Context: an optimization exercise on an open-source flow, tuned for small area, a short achievable clock period and few clock cycles per item. The choices shown serve that exercise and are no tape-out recipe. Function was checked by simulation only, so behaviour that the tests miss may differ from the original. Power and IR drop assume default switching activity.

===== flow/design.v =====
package pps_pkg;
  localparam int LEVEL_COUNT = 5;
  localparam int QUEUE_DEPTH = 16;
  localparam int PID_BITS    = 16;
  localparam int PID_W    = 16;
  localparam int LVL_W    = 3;
  localparam int STATUS_W = 2;
  localparam int KEEP_W    = (PID_BITS < PID_W) ? PID_BITS : PID_W;
  localparam int LVL_IDX_W = (LEVEL_COUNT > 1) ? $clog2(LEVEL_COUNT) : 1;
  localparam int PTR_W     = (QUEUE_DEPTH > 1) ? $clog2(QUEUE_DEPTH) : 1;
  localparam int CNT_W     = $clog2(QUEUE_DEPTH + 1);
  localparam int ADDR_W    = LVL_IDX_W + PTR_W;
  localparam int RAM_DEPTH = LEVEL_COUNT << PTR_W;
  localparam logic CMD_READY   = 1'b0;
  localparam logic CMD_RELEASE = 1'b1;
  localparam logic [STATUS_W-1:0] STAT_OK       = 2'd0;
  localparam logic [STATUS_W-1:0] STAT_FULL     = 2'd1;
  localparam logic [STATUS_W-1:0] STAT_IDLE_REL = 2'd2;
  typedef struct packed {
    logic capture;
    logic exec;
    logic load_slot;
    logic publish;
  } pps_cmd_t;
  typedef struct packed {
    logic need_read;
  } pps_stat_t;
endpackage
import pps_pkg::*;
module preemptive_priority_scheduler (
  input  logic                          clk,
  input  logic                          rst_n,
  input  logic                          in_valid,
  output logic                          in_ready,
  input  logic                          in_cmd,
  input  logic [pps_pkg::PID_W-1:0]     in_process_id,
  input  logic [pps_pkg::LVL_W-1:0]     in_priority_level,
  output logic                          out_valid,
  input  logic                          out_ready,
  output logic                          out_running_valid,
  output logic [pps_pkg::PID_W-1:0]     out_running_pid,
  output logic [pps_pkg::LVL_W-1:0]     out_running_level,
  output logic                          out_preempt_flag,
  output logic [pps_pkg::PID_W-1:0]     out_preempted_pid,
  output logic [pps_pkg::STATUS_W-1:0]  out_status
);
  localparam int L = 5;
  localparam int D = 16;
  localparam int W = 16;
  logic         c0v, c1v;
  logic         c0_cmd, c1_cmd;
  logic [W-1:0] c0_pid, c1_pid;
  logic [2:0]   c0_lvl, c1_lvl;
  logic [2:0]   in_lvl_sat;
  logic         accept, proc;
  logic         ov;
  assign in_lvl_sat = (in_priority_level > 3'd4) ? 3'd4 : in_priority_level;
  assign in_ready   = !c1v;
  assign accept     = in_valid && !c1v;
  assign proc       = c0v && (!ov || out_ready);
  assign out_valid  = ov;
  always_ff @(posedge clk) begin
    if (!rst_n) begin
      c0v <= 1'b0;
      c1v <= 1'b0;
      ov  <= 1'b0;
    end else begin
      ov <= proc || (ov && !out_ready);
      if (proc) begin
        c0v <= c1v || accept;
        c1v <= 1'b0;
      end else if (!c0v) begin
        c0v <= accept;
      end else begin
        c1v <= c1v || accept;
      end
    end
  end
  always_ff @(posedge clk) begin
    if (proc && c1v) begin
      c0_cmd <= c1_cmd;
      c0_pid <= c1_pid;
      c0_lvl <= c1_lvl;
    end else if ((proc || !c0v) && accept) begin
      c0_cmd <= in_cmd;
      c0_pid <= in_process_id;
      c0_lvl <= in_lvl_sat;
    end
    if (accept) begin
      c1_cmd <= in_cmd;
      c1_pid <= in_process_id;
      c1_lvl <= in_lvl_sat;
    end
  end
  logic         busy;
  logic [W-1:0] slot_pid;
  logic [2:0]   slot_lvl;
  logic [4:0]   cnt  [L];
  logic [3:0]   head [L];
  logic [3:0]   tail [L];
  logic [D*W-1:0] mem [L];
  logic         pflag_r;
  logic [W-1:0] ppid_r;
  logic [1:0]   status_r;
  assign out_running_valid = busy;
  assign out_running_pid   = slot_pid;
  assign out_running_level = slot_lvl;
  assign out_preempt_flag  = pflag_r;
  assign out_preempted_pid = ppid_r;
  assign out_status        = status_r;
  logic         is_rel;
  logic         preempt;
  logic [2:0]   push_lvl;
  logic [W-1:0] wdata;
  logic [L-1:0] full, ne, top_oh, push_oh;
  logic         any_ne, push_full;
  logic [2:0]   top_lvl;
  logic [W-1:0] rd;
  assign is_rel  = c0_cmd;
  assign preempt = busy && (c0_lvl > slot_lvl);
  assign push_lvl = preempt ? slot_lvl : c0_lvl;
  assign wdata    = preempt ? slot_pid : c0_pid;
  always_comb begin
    for (int l = 0; l < L; l++) begin
      full[l]    = cnt[l][4];
      ne[l]      = (cnt[l] != 5'd0);
      push_oh[l] = (push_lvl == 3'(l));
    end
    for (int l = 0; l < L; l++) begin
      top_oh[l] = ne[l];
      for (int k = l + 1; k < L; k++) top_oh[l] = top_oh[l] && !ne[k];
    end
    any_ne  = |ne;
    top_lvl = 3'd0;
    for (int l = 0; l < L; l++) if (top_oh[l]) top_lvl = top_lvl | 3'(l);
  end
  assign push_full = |(push_oh & full);
  always_comb begin
    rd = '0;
    for (int l = 0; l < L; l++)
      for (int i = 0; i < D; i++)
        if (top_oh[l] && head[l] == 4'(i)) rd = rd | mem[l][i*W +: W];
  end
  logic do_push, do_pop;
  assign do_push = proc && !is_rel && busy && !push_full;
  assign do_pop  = proc && is_rel && busy && any_ne;
  always_ff @(posedge clk) begin
    if (!rst_n) begin
      busy     <= 1'b0;
      slot_pid <= '0;
      slot_lvl <= '0;
      for (int l = 0; l < L; l++) begin
        cnt[l]  <= '0;
        head[l] <= '0;
        tail[l] <= '0;
      end
    end else begin
      if (proc) begin
        if (is_rel) begin
          if (busy) begin
            busy     <= any_ne;
            slot_pid <= rd;
            slot_lvl <= top_lvl;
          end
        end else if (!busy || preempt) begin
          busy     <= 1'b1;
          slot_pid <= c0_pid;
          slot_lvl <= c0_lvl;
        end
      end
      for (int l = 0; l < L; l++) begin
        if (do_push && push_oh[l]) begin
          cnt[l]  <= cnt[l] + 5'd1;
          tail[l] <= tail[l] + 4'd1;
        end else if (do_pop && top_oh[l]) begin
          cnt[l]  <= cnt[l] - 5'd1;
          head[l] <= head[l] + 4'd1;
        end
      end
    end
  end
  always_ff @(posedge clk) begin
    if (proc) begin
      pflag_r <= !is_rel && preempt;
      ppid_r  <= (!is_rel && preempt) ? slot_pid : '0;
      if (is_rel && !busy)                  status_r <= 2'd2;
      else if (!is_rel && busy && push_full) status_r <= 2'd1;
      else                                   status_r <= 2'd0;
    end
  end
  always_ff @(posedge clk) begin
    for (int l = 0; l < L; l++)
      for (int i = 0; i < D; i++)
        if (!full[l] && tail[l] == 4'(i)) mem[l][i*W +: W] <= wdata;
  end
endmodule

===== flow/run.sh =====
#!/bin/bash
# synth_recipe.tcl (not shown) runs the flow's synth.tcl, then flattens the netlist and writes it again
# the make line also repeats each setting of config.mk as NAME=value (left out here)
make -C /OpenROAD-flow-scripts/flow DESIGN_CONFIG=/design/flow/config.mk WORK_HOME=/design/flow/orfs CLKGATE_MAP_FILE= SYNTH_SCRIPT=/design/flow/synth_recipe.tcl finish

===== flow/config.mk =====
export PLATFORM = sky130hd
export DESIGN_NAME = preemptive_priority_scheduler
export DESIGN_NICKNAME = preemptive_priority_scheduler
export VERILOG_FILES = /design/flow/design.v
export SDC_FILE = /design/flow/constraint.sdc
export NUM_CORES = 4
export LEC_CHECK = 0
export CAP_MARGIN = 20
export CORE_MARGIN = 2
export CORE_UTILIZATION = 40
export SLEW_MARGIN = 20

===== flow/constraint.sdc =====
create_clock -name core_clock -period 6.0 [get_ports {clk}]
set_input_delay 1.2000 -clock core_clock [delete_from_list [all_inputs] [get_ports {clk}]]
set_output_delay 1.2000 -clock core_clock [all_outputs]
set_load 0.01 [all_outputs]

==> impl_metrics.tcl, run 1 <==
set metrics [dict create \
    status "finished clean" \
    area_growth_pct 15.4 \
    grt_pass1_wl_um 303000 \
    dp_cells 5639 \
    drc_errors 0 \
    ys_warn_count 5 \
    seq_area_frac_synth_pct 73.5 \
    worstMarginPinSlew_ns 1.29 \
    report.power.total_mw 20.8 \
    yosys_most_used_dff "edfxtp_1" \
    synth_edf_count 1339 \
    ant_nets 0 \
    start_util_pct 40.3 \
    synth-seq-cells 1427 \
    post_route_cells_drive_above_1_share_pct 13.7 \
    power_density_nw_per_um2 316 \
    layout_common_cells "1339 x edfxtp_1, 219 x a22oi_1, 210 x buf_4" \
    hold_class "reg -> reg" \
    syn_inst 3695 \
    grt_start_max_net_pins 81 \
    syn_area_per_cell_um2 15.4 \
    pre_cts_slack_ns 1.25 \
    syn_area_um2 57100 \
    rsz0062_at_grt "no" \
    final_area_um2 65900 \
    setup_viol_count_final 0 \
    final_core_util_pct 46.5 \
    cts_tree "yes" \
    drtPass1Iterations 9 \
    stdcell_count 5914 \
    skew_ns 0.0271 \
    cts_hold_buf 0 \
    num-nets-final 3985 \
    fin_crit_ns 4.93 \
    numCtsBuffers 145 \
    cp.arrival_ns 5.58 \
    tns_ns 0 \
    insertion_delay_ns 0.79 \
    worstReg2RegStart "cnt[4][4]" \
    setup_ws_ns 1.07 \
    viasPerCell 6.64 \
    drv_cap 0 \
    wl_um 224000 \
    crit_path_start "cnt[4][4]" \
    ys_async_sr_fraction_pct 0 \
    worst_hold_slack_ns 0.499 \
    htreeDepth 4 \
    period_share_pct 82.2 \
    cp-start-kind "flop" \
    dp_hpwl_um 148000 \
    cts_resized 0 \
    avgRoutedWirePerCell_um 37.9 \
    io_pins 65 \
    vias 39281 \
    fp.dieH_um 382 \
    slew_violations 0 \
    rows 138 \
    leakagePower_nw 21.4 \
    synth-adder-area-share_pct 1.45 \
    dieArea_um2 146000 \
    post-cts-setup-buffers 0 \
    cts.clk_slew.worst_paths_ns 0.06 \
    yosys.area_share.simple_pct 9.54 \
    critPathCaptureType "flop" \
    antenna_found_initial 13 \
    hold_viol_final 0 \
    hp-start "cnt[1][3]" \
    dpl-instance-area_um2 61100 \
    cts_root_buf "clkbuf_16" \
    ir_worst_vdd_uv 227 \
    synth_xor_area_share_pct 0.721 \
    drt_iter0_markers 7574 \
    port-buffer-count 64 \
    synth_nets 3782 \
    clock_sink_count 1427 \
    die_x_um 382 \
    synth_compound_area_share_pct 10.8 \
    worst-path-max-fanout 20 \
    core_um2 142000 \
    synth_top_family_by_area "compound AO/OA/AOI/OAI gates" \
    grt-ovfl-total 0 \
    grtUsageTotal_pct 30.1 \
    fmax_mhz 203 \
    critPathRequiredTime_ns 6.64 \
    synth_cell_type_count 84 \
    synthMuxAreaShare_pct 1.98 \
    routabilityCongestion 0.969 \
    cts_buffer_depth 3 \
    critPathKind "reg -> reg" \
    grt_pass1_vias 35898 \
    slew_headroom_pct 14.3 \
    final_common_cell "edfxtp_1" \
]
-- synth_stat cells (33+ instances only) --
cell      count  area [um2]
a221oi_1     39         342
and2_1       80         500
nor3_1       87         435
clkbuf_1    177         664
ha_1         58         726
a222oi_1     50         500
nor2_1      136         510
dfxtp_1      88        1760
and3_1       57         357
edfxtp_1   1339       40200
mux2i_1      50         500
a211oi_1     33         248
nand4_1     107         669
and4_1       46         403
a21oi_1      53         265
inv_1        58         218
mux2_2       56         631
a22o_1       70         613
nor4_1       70         438
nand2_1     170         638
o21ai_0      50         250
a32oi_1      36         315
nand3_1     129         646
a22oi_1     219        1640
-- per-layer routing --
metal	up-vias	share of wire (%)	track usage (%)
li1	15500	-	-
met5	-	0.048	0
met4	16	6.1	15.6
met2	3286	42	43.2
met1	19883	37	41.1
met3	596	15	9.10
-- worst paths after layout --
| kind | to | slack (ns) | cells after the start |
|---|---|---|---|
| worst max-delay path | slot_pid[11] | 1.07 | 8 |
| worst min-delay path | cnt[1][3] | 0.50 | 2 |
| worst max register to register | slot_pid[11] | 1.07 | 8 |
| worst min register to register | cnt[1][3] | 0.50 | 2 |
-- critical path: stages (launching register included) --
cell and delay [ns]:
dfxtp_1 0.55, or3_1 0.83, o211a_1 0.66, a22oi_1 0.36, nand4_1 0.22, nor4bb_1 0.69
nand4_1 0.49, nor4_1 0.84, o21ai_1 0.14
-- cells by family after synthesis --
group,after synthesis
compound gates,783
fa+ha+maj,63
buf+inv,284
flops,1427
xor+xnor,47
simple gates,985
mux,106
-- where the power goes --
group	switching (mW)	leakage [nW]	internal (mW)	total, mW
clock network	3.92	2.27	5.10	9.02
registers	0.0472	12.9	11.1	11.1
logic	0.546	6.16	0.124	0.670
-- area by class of cell --
type | count | area, um2
clock buffers | 188 | 3960
repair buffers | 278 | 2280
clock inverters | 81 | 706
fillers | 12118 | 75700
well taps | 1890 | 2360
multi-input cells | 1984 | 14300
diodes | 4 | 10.0
inverters | 62 | 233
flip-flops and latches | 1427 | 42000
-- sequential cells by signal (all words and copies together) (netlist names), 2 cells and up --
name / flops
status_r: 2
slot_lvl: 3
c0_lvl: 3
head: 20
slot_pid: 16
mem: 1280
c1_pid: 16
c0_pid: 16
c1_lvl: 3
tail: 20
cnt: 25
ppid_r: 16
Testbench counts, summed over its fixed seeds: cycles 32,016, items 32,000.
==> run 2, diff against run 1 <==
--- a/flow/design.v
+++ b/flow/design.v
@@ -95,9 +95,9 @@
   logic         busy;
   logic [W-1:0] slot_pid;
   logic [2:0]   slot_lvl;
-  logic [4:0]   cnt  [L];
   logic [3:0]   head [L];
   logic [3:0]   tail [L];
+  logic [L-1:0] ne, full;
   logic [D*W-1:0] mem [L];
   logic         pflag_r;
   logic [W-1:0] ppid_r;
@@ -112,70 +112,75 @@
   logic         preempt;
   logic [2:0]   push_lvl;
   logic [W-1:0] wdata;
-  logic [L-1:0] full, ne, top_oh, push_oh;
+  logic [L-1:0] top_oh, push_oh;
   logic         any_ne, push_full;
   logic [2:0]   top_lvl;
   logic [W-1:0] rd;
-  assign is_rel  = c0_cmd;
-  assign preempt = busy && (c0_lvl > slot_lvl);
+  logic [W-1:0] rdl [L];
+  assign is_rel   = c0_cmd;
+  assign preempt  = busy && (c0_lvl > slot_lvl);
   assign push_lvl = preempt ? slot_lvl : c0_lvl;
   assign wdata    = preempt ? slot_pid : c0_pid;
   always_comb begin
     for (int l = 0; l < L; l++) begin
-      full[l]    = cnt[l][4];
-      ne[l]      = (cnt[l] != 5'd0);
       push_oh[l] = (push_lvl == 3'(l));
-    end
-    for (int l = 0; l < L; l++) begin
-      top_oh[l] = ne[l];
+      top_oh[l]  = ne[l];
       for (int k = l + 1; k < L; k++) top_oh[l] = top_oh[l] && !ne[k];
     end
     any_ne  = |ne;
-    top_lvl = 3'd0;
-    for (int l = 0; l < L; l++) if (top_oh[l]) top_lvl = top_lvl | 3'(l);
+    top_lvl = {ne[4], !ne[4] && (ne[3] || ne[2]), !ne[4] && (ne[3] || (!ne[2] && ne[1]))};
   end
   assign push_full = |(push_oh & full);
   always_comb begin
     rd = '0;
-    for (int l = 0; l < L; l++)
+    for (int l = 0; l < L; l++) begin
+      rdl[l] = '0;
       for (int i = 0; i < D; i++)
-        if (top_oh[l] && head[l] == 4'(i)) rd = rd | mem[l][i*W +: W];
-  end
-  logic do_push, do_pop;
-  assign do_push = proc && !is_rel && busy && !push_full;
-  assign do_pop  = proc && is_rel && busy && any_ne;
+        if (head[l] == 4'(i)) rdl[l] = rdl[l] | mem[l][i*W +: W];
+      if (top_oh[l]) rd = rd | rdl[l];
+    end
+  end
+  logic         do_push, do_pop;
+  logic [L-1:0] push_l, pop_l;
+  assign do_push = proc && !is_rel && busy;
+  assign do_pop  = proc && is_rel && busy;
+  assign push_l  = {L{do_push}} & push_oh & ~full;
+  assign pop_l   = {L{do_pop}} & top_oh;
   always_ff @(posedge clk) begin
     if (!rst_n) begin
-      busy     <= 1'b0;
-      slot_pid <= '0;
-      slot_lvl <= '0;
+      busy <= 1'b0;
+      ne   <= '0;
+      full <= '0;
       for (int l = 0; l < L; l++) begin
-        cnt[l]  <= '0;
         head[l] <= '0;
         tail[l] <= '0;
       end
     end else begin
       if (proc) begin
-        if (is_rel) begin
-          if (busy) begin
-            busy     <= any_ne;
-            slot_pid <= rd;
-            slot_lvl <= top_lvl;
-          end
-        end else if (!busy || preempt) begin
-          busy     <= 1'b1;
-          slot_pid <= c0_pid;
-          slot_lvl <= c0_lvl;
+        if (is_rel) busy <= any_ne && busy;
+        else        busy <= 1'b1;
+      end
+      for (int l = 0; l < L; l++) begin
+        if (push_l[l]) begin
+          tail[l] <= tail[l] + 4'd1;
+          ne[l]   <= 1'b1;
+          full[l] <= (tail[l] + 4'd1 == head[l]);
+        end else if (pop_l[l]) begin
+          head[l] <= head[l] + 4'd1;
+          ne[l]   <= (head[l] + 4'd1 != tail[l]);
+          full[l] <= 1'b0;
         end
       end
-      for (int l = 0; l < L; l++) begin
-        if (do_push && push_oh[l]) begin
-          cnt[l]  <= cnt[l] + 5'd1;
-          tail[l] <= tail[l] + 4'd1;
-        end else if (do_pop && top_oh[l]) begin
-          cnt[l]  <= cnt[l] - 5'd1;
-          head[l] <= head[l] + 4'd1;
-        end
+    end
+  end
+  always_ff @(posedge clk) begin
+    if (proc) begin
+      if (is_rel) begin
+        slot_pid <= rd;
+        slot_lvl <= top_lvl;
+      end else if (!busy || preempt) begin
+        slot_pid <= c0_pid;
+        slot_lvl <= c0_lvl;
       end
     end
   end
@@ -183,7 +188,7 @@
     if (proc) begin
       pflag_r <= !is_rel && preempt;
       ppid_r  <= (!is_rel && preempt) ? slot_pid : '0;
-      if (is_rel && !busy)                  status_r <= 2'd2;
+      if (is_rel && !busy)                   status_r <= 2'd2;
       else if (!is_rel && busy && push_full) status_r <= 2'd1;
       else                                   status_r <= 2'd0;
     end
--- a/flow/config.mk
+++ b/flow/config.mk
@@ -7,5 +7,9 @@
 export LEC_CHECK = 0
 export CAP_MARGIN = 20
 export CORE_MARGIN = 2
-export CORE_UTILIZATION = 40
+export CORE_UTILIZATION = 60
+export CTS_BUF_LIST = sky130_fd_sc_hd__clkbuf_4 sky130_fd_sc_hd__clkbuf_8 sky130_fd_sc_hd__clkbuf_16
+export CTS_CLUSTER_DIAMETER = 40
+export CTS_CLUSTER_SIZE = 12
+export SETUP_SLACK_MARGIN = 3.3
 export SLEW_MARGIN = 20
==> impl_metrics.tcl, run 2 <==
set metrics [dict create \
    status "finished clean" \
    pre_cts_slack_ns 2.23 \
    worstMarginPinSlew_ns 1.17 \
    syn_area_um2 55600 \
    area_growth_pct 18.1 \
    hold_viol_final 0 \
    avgRoutedWirePerCell_um 33.4 \
    synth-seq-cells 1412 \
    leakagePower_nw 21.4 \
    regMostFlops "mem" \
    cp-start-kind "flop" \
    ys_async_sr_fraction_pct 0 \
    critPathCaptureType "output port" \
    synth_cell_type_count 75 \
    ant_nets 0 \
    drv_cap 0 \
    num-nets-final 3736 \
    rows 111 \
    grt-ovfl-total 0 \
    crit_path_start "slot_lvl[2]" \
    yosys_most_used_dff "edfxtp_1" \
    synth_area_leader_cell "edfxtp_1" \
    yosys-top-cells-area "edfxtp_1 73%, a22oi_1 2.6%, dfxtp_1 1.9%" \
    grt_pass1_wl_um 231000 \
    synth_edf_count 1358 \
    post-synth-top-count-cell "edfxtp_1" \
    setup_viol_count_final 0 \
    critPathRequiredTime_ns 4.80 \
    setup_ws_ns 3.27 \
    cts_buffer_depth 3 \
    layout_common_cells "1358 x edfxtp_1, 191 x a22oi_1, 185 x nand2_1" \
    core_um2 91700 \
    vias 34531 \
    slew_headroom_pct 22.3 \
    ys_warn_count 5 \
    grt_start_max_net_pins 81 \
    worstReg2RegStart "head[4][1]" \
    cts_tree "yes" \
    rsz0062_at_grt "yes" \
    synth_nets 3496 \
    worst-path-max-fanout 3 \
    syn_inst 3429 \
    syn_area_per_cell_um2 16.2 \
    ir_worst_vdd_uv 315 \
    tns_ns 0 \
    post_route_cells_drive_above_1_share_pct 21.0 \
    antenna_found_initial 13 \
    cp.arrival_ns 1.53 \
    htreeDepth 4 \
    slew_violations 0 \
    io_pins 65 \
    cts.clk_slew.worst_paths_ns 0.06 \
    clock_sink_count 1412 \
    drtPass1Iterations 7 \
    dieArea_um2 95100 \
    top_regs "mem x1280, head x20, tail x20" \
    viasPerCell 6.95 \
    start_util_pct 60.6 \
    routabilityCongestion 0.891 \
    cts_root_buf "clkbuf_16" \
    grt_pass1_vias 32622 \
    fmax_mhz 366 \
    power_density_nw_per_um2 333 \
    grtUsageTotal_pct 34.2 \
    synth_top_cell_area_share_pct 73.4 \
    insertion_delay_ns 0.76 \
    hp-start "head[0][1]" \
    dp_hpwl_um 89600 \
    drc_errors 0 \
    cts_hold_buf 0 \
    wl_um 166000 \
    period_share_pct 45.5 \
    die_x_um 308 \
    drt_iter0_markers 5061 \
    critPathKind "reg -> out" \
    fp.dieH_um 308 \
    final_common_cell "edfxtp_1" \
    fin_crit_ns 2.73 \
    hold_class "reg -> reg" \
    skew_ns 0.0191 \
    numCtsBuffers 165 \
    yosys-top-cells-count "1358 x edfxtp_1, 194 x a22oi_1, 189 x nand2_1" \
    seq_area_frac_synth_pct 75.3 \
    port-buffer-count 64 \
    largest_reg_flops 1280 \
]
run 2: changes by cell type after synthesis, sizes merged, moves of 27 or more:
| cell | change |
|---|---|
| nor2 | -60 |
| a21oi | +91 |
| clkbuf | -78 |
| nand4 | -100 |
| a221oi | +63 |
| and4 | -46 |
| a32oi | -27 |
| buf | +95 |
| o21ai | +28 |
| dfxtp | -34 |
| nor4 | -69 |
| a222oi | +42 |
| nor3 | -65 |
run 2: kinds of logic (layout without fill, tap and decap cells):
| logic type | after synthesis | in the layout | share of synthesized area [%] |
|---|---|---|---|
| DFF | 1412 | 1412 | 75.3 |
| AOI/OAI and AO/OA | 885 | 886 | 11.9 |
| and+or+nand+nor | 615 | 617 | 5.65 |
| buffers and inverters | 282 | 623 | 2.11 |
| muxes | 135 | 141 | 3.14 |
| xor gates and xnor gates | 57 | 57 | 0.898 |
| adders and majority gates | 43 | 43 | 0.968 |
| other | 0 | 2 | 0 |
run 2: per-stage QoR:
step / utilization (%) / hold slack [ns] / instances / total power, mW / cell area, um2
after global routing: 71.6 / 0.544 / 4967 / 22.4 / 65600
final: 71.6 / 0.530 / 4967 / 21.9 / 65600
after detailed placement: 62.8 / 0.534 / 4541 / 11.8 / 57600
after CTS: 70.5 / 0.533 / 4905 / 21.9 / 64600
after floorplan: - / 0.494 / 3429 / 11.5 / 55700
after global placement: 62.8 / 0.527 / 4539 / 11.8 / 57600
run 2: critical path, cell delays in order, from the launching register on:
cell and delay (ns):
edfxtp_1 0.43, buf_4 0.16, buf_2 0.17
run 2: metal layers:
metal	GRT usage (%)	part of all wire (%)	vias to the layer above
met5	0	0.045	-
met1	47.3	38	17602
met4	12.9	3.8	12
li1	-	-	14441
met3	7.13	11	357
met2	54.0	47	2119
run 2: where the power goes:
part           switching [mW]  internal (mW)
logic                   0.504          0.198
registers              0.0527           11.0
clock network            3.86           6.29
total                    4.42           17.5
run 2: what timing repair did:
action,in CTS,in global routing
resized for setup,296,90
buffers inserted,83,52
endpoints found under the setup margin,1382,926
cloned,4,7
pin swaps,30,44
run 2: final timing paths:
check / endpoint / slack [ns] / cells past startpoint
setup / recovery: out_running_level[2] / 3.27 / 2
hold reg to reg: head[0][1] / 0.53 / 2
hold / removal: head[0][1] / 0.53 / 2
setup reg to reg: slot_pid[10] / 3.28 / 9
run 2: layout make-up:
class                           count  area [um2]
Clock inverter                     85        1040
Timing Repair Buffer              303        2950
Fill cell                        5792       26000
Antenna cell                        2        5.00
Sequential cell                  1412       41900
Multi-Input combinational cell   1744       13500
Clock buffer                      192        4510
Inverter                           43         183
Tap cell                         1186        1480
Testbench counts of run 2, summed over its fixed seeds: cycles 32,016, items 32,000.
==> run 3, diff against run 2 <==
==> flow/config.mk (replaced) <==
export PLATFORM = sky130hd
export DESIGN_NAME = preemptive_priority_scheduler
export DESIGN_NICKNAME = preemptive_priority_scheduler
export VERILOG_FILES = /design/flow/design.v
export SDC_FILE = /design/flow/constraint.sdc
export NUM_CORES = 4
export LEC_CHECK = 0
export CAP_MARGIN = 20
export CORE_MARGIN = 2
export CORE_UTILIZATION = 40
export SETUP_SLACK_MARGIN = 3.3
export SLEW_MARGIN = 20
==> impl_metrics.tcl, run 3 <==
set metrics [dict create \
    grt-ovfl-total 0 \
    synth_top_cell_area_share_pct 73.4 \
    worst_hold_slack_ns 0.521 \
    insertion_delay_ns 0.77 \
    critPathKind "reg -> out" \
    cts_hold_buf 0 \
    ys_warn_count 5 \
    cp-start-kind "flop" \
    yosys-top-cells-area "edfxtp_1 73%, a22oi_1 2.6%, dfxtp_1 1.9%" \
    htreeDepth 4 \
    grt_pass1_vias 32410 \
    drtPass1Iterations 7 \
    critPathRequiredTime_ns 4.80 \
    cts.clk_slew.worst_paths_ns 0.06 \
    worst-path-max-fanout 3 \
    cts_tree "yes" \
    viasPerCell 6.11 \
    seq_area_frac_synth_pct 75.3 \
    cp.arrival_ns 1.58 \
    worstMarginPinSlew_ns 1.17 \
    port-buffer-count 64 \
    yosys_most_used_dff "edfxtp_1" \
    yosys-top-cells-count "1358 x edfxtp_1, 194 x a22oi_1, 189 x nand2_1" \
    fin_crit_ns 2.78 \
    r2r-end "slot_pid[14]" \
    antenna_found_initial 10 \
    path_depth 1 \
    hold_depth 2 \
    hold_viol_final 0 \
    layout_common_cells "1358 x edfxtp_1, 192 x a22oi_1, 184 x nand2_1" \
    skew_ns 0.0314 \
    syn_inst 3429 \
    cts_buffer_depth 3 \
    grt_pass1_wl_um 231000 \
    post_route_cells_drive_above_1_share_pct 18.5 \
    largest_reg_flops 1280 \
    synth_cell_type_count 75 \
    setup_viol_count_final 0 \
    avgRoutedWirePerCell_um 29.4 \
    numCtsBuffers 147 \
    hold_end "head[0][1]" \
    dp_hpwl_um 88300 \
    r2r_slack_ns 3.29 \
    ys_async_sr_fraction_pct 0 \
    grtUsageTotal_pct 22.3 \
    regMostFlops "mem" \
    synth_area_leader_cell "edfxtp_1" \
    vias 33641 \
    rows 136 \
    power_density_nw_per_um2 315 \
    wl_um 162000 \
    crit_family "flip-flops" \
    die_x_um 377 \
    period_share_pct 46.4 \
    report.power.total_mw 20.5 \
    crit_path_top_delay_cell "edfxtp_1" \
    syn_area_per_cell_um2 16.2 \
    top_regs "mem x1280, head x20, tail x20" \
    dieArea_um2 142000 \
    crit_buf_inv 1 \
    grt_start_max_net_pins 81 \
    final_common_cell "edfxtp_1" \
    critPathCaptureType "output port" \
    fp.dieH_um 377 \
    status "finished clean" \
    dp_cells 5137 \
    ir_worst_vdd_uv 290 \
    slew_violations 0 \
    post-synth-top-count-cell "edfxtp_1" \
    cpPeakStageDelay_ns 0.60 \
    area_growth_pct 17.3 \
    drc_errors 0 \
    drv_cap 0 \
    hp-start "head[0][1]" \
    worstReg2RegStart "head[4][1]" \
    ant_nets 0 \
    slew_headroom_pct 21.9 \
    worstPathCellList "buf_2" \
    fmax_mhz 360 \
    leakagePower_nw 20.8 \
    num-nets-final 3674 \
    start_util_pct 40.4 \
    routabilityCongestion 0.869 \
    synth_edf_count 1358 \
    drt_iter0_markers 4981 \
    tns_ns 0 \
    synth_nets 3496 \
    synth-seq-cells 1412 \
    core_um2 138000 \
    stdcell_count 5508 \
    cts_root_buf "clkbuf_16" \
    reg2regPathDepth 9 \
    io_pins 65 \
    rsz0062_at_grt "yes" \
    syn_area_um2 55600 \
    hold_class "reg -> reg" \
    clock_sink_count 1412 \
]
[run 3: logic make-up after synthesis]
group	after synthesis	synth area share, %
DFF	1412	75.3
and+or+nand+nor	615	5.65
xor gates and xnor gates	57	0.898
buffers and inverters	282	2.11
muxes	135	3.14
adders and majority gates	43	0.968
AOI/OAI and AO/OA	885	11.9
[run 3: per-stage QoR]
step / util [%] / instance area (um2) / setup WS (ns)
3_5_place_dp: 42.4 / 58300 / 2.21
3_3_place_gp: 42.3 / 58300 / 2.22
5_1_grt: 47.3 / 65200 / 3.23
6_report: 47.3 / 65200 / 3.22
4_1_cts: 46.7 / 64300 / 3.24
2_1_floorplan: - / 55700 / 3.21
[run 3: area by class of cell]
cell class	instances	area, um2
fill	11478	72500
sequential	1412	41900
multi-input combinational	1737	13500
clock buffer	182	3880
timing repair buffer	265	2690
tap	1794	2240
clock inverter	70	724
inverter	43	180
antenna	4	10.0
timing repair inverter	1	5.00
[run 3: report_power, final]
part / total (mW) / switching [mW] / internal, mW
Combinational: 0.689 / 0.495 / 0.194
Sequential: 11.0 / 0.0485 / 11.0
Clock: 8.81 / 3.80 / 5.01
[run 3: how the worst max path moves through the flow]
stage                              end  slack (ns)   startpoint
detailed placement          tail[4][0]        2.21    out_ready
finish              out_running_pid[4]        3.22  slot_pid[4]
floorplan                  slot_lvl[0]        3.21    out_ready
global route              slot_pid[10]        3.23   head[4][0]
global placement            tail[4][0]        2.22    out_ready
CTS                 out_running_pid[4]        3.24  slot_pid[4]
[run 3: what timing repair did]
item                       in CTS  in global routing
cloned                          2                  4
setup endpoints to repair    1388                335
gates resized for setup       306                 73
setup buffers                  59                 47
pin swaps                      34                 39
[run 3: metal layers]
metal	GRT usage, %	up-vias	part of all wire (%)
li1	-	14284	-
met4	6.89	0	2.9
met5	0	-	0
met2	34.6	1696	46
met1	31.7	17409	41
met3	4.64	252	9.6

-- static timing again, ports no longer ideal --
In the flow no input, the clock included, has a driving cell. The finished layouts below were timed again as built, in two steps. Step 1, drivers: a clkbuf_16 drives clk and a buf_2 each remaining input, both assumed. Step 2 adds t to the input delays and takes it off the output delays; t is the mean of the earliest and latest rising clock arrival at the registers after step 1. Input paths then give back, and output paths get back, about the clock's delay inside the block. Three values: ideal ports, drivers, drivers and shift; two values: the first two.
run | t (ns) | setup WS [ns] | hold slack, ns | worst setup path after step 2 | worst slew at a driven data input, ns
run 1 | 0.851 | 1.066 / 1.066 / 1.066 | 0.499 / 0.499 / 0.499 | register to register | 0.07
run 2 | 0.823 | 3.271 / 3.201 / 2.586 | 0.530 / 0.530 / 0.530 | input to register | 0.14
run 3 | 0.829 | 3.219 / 3.142 / 2.562 | 0.521 / 0.521 / 0.521 | input to register | 0.23
After both steps every run listed still meets setup and hold. The setup slack of run 2, which loses most, moves by -0.070 ns with the drivers and by -0.685 ns with both steps.
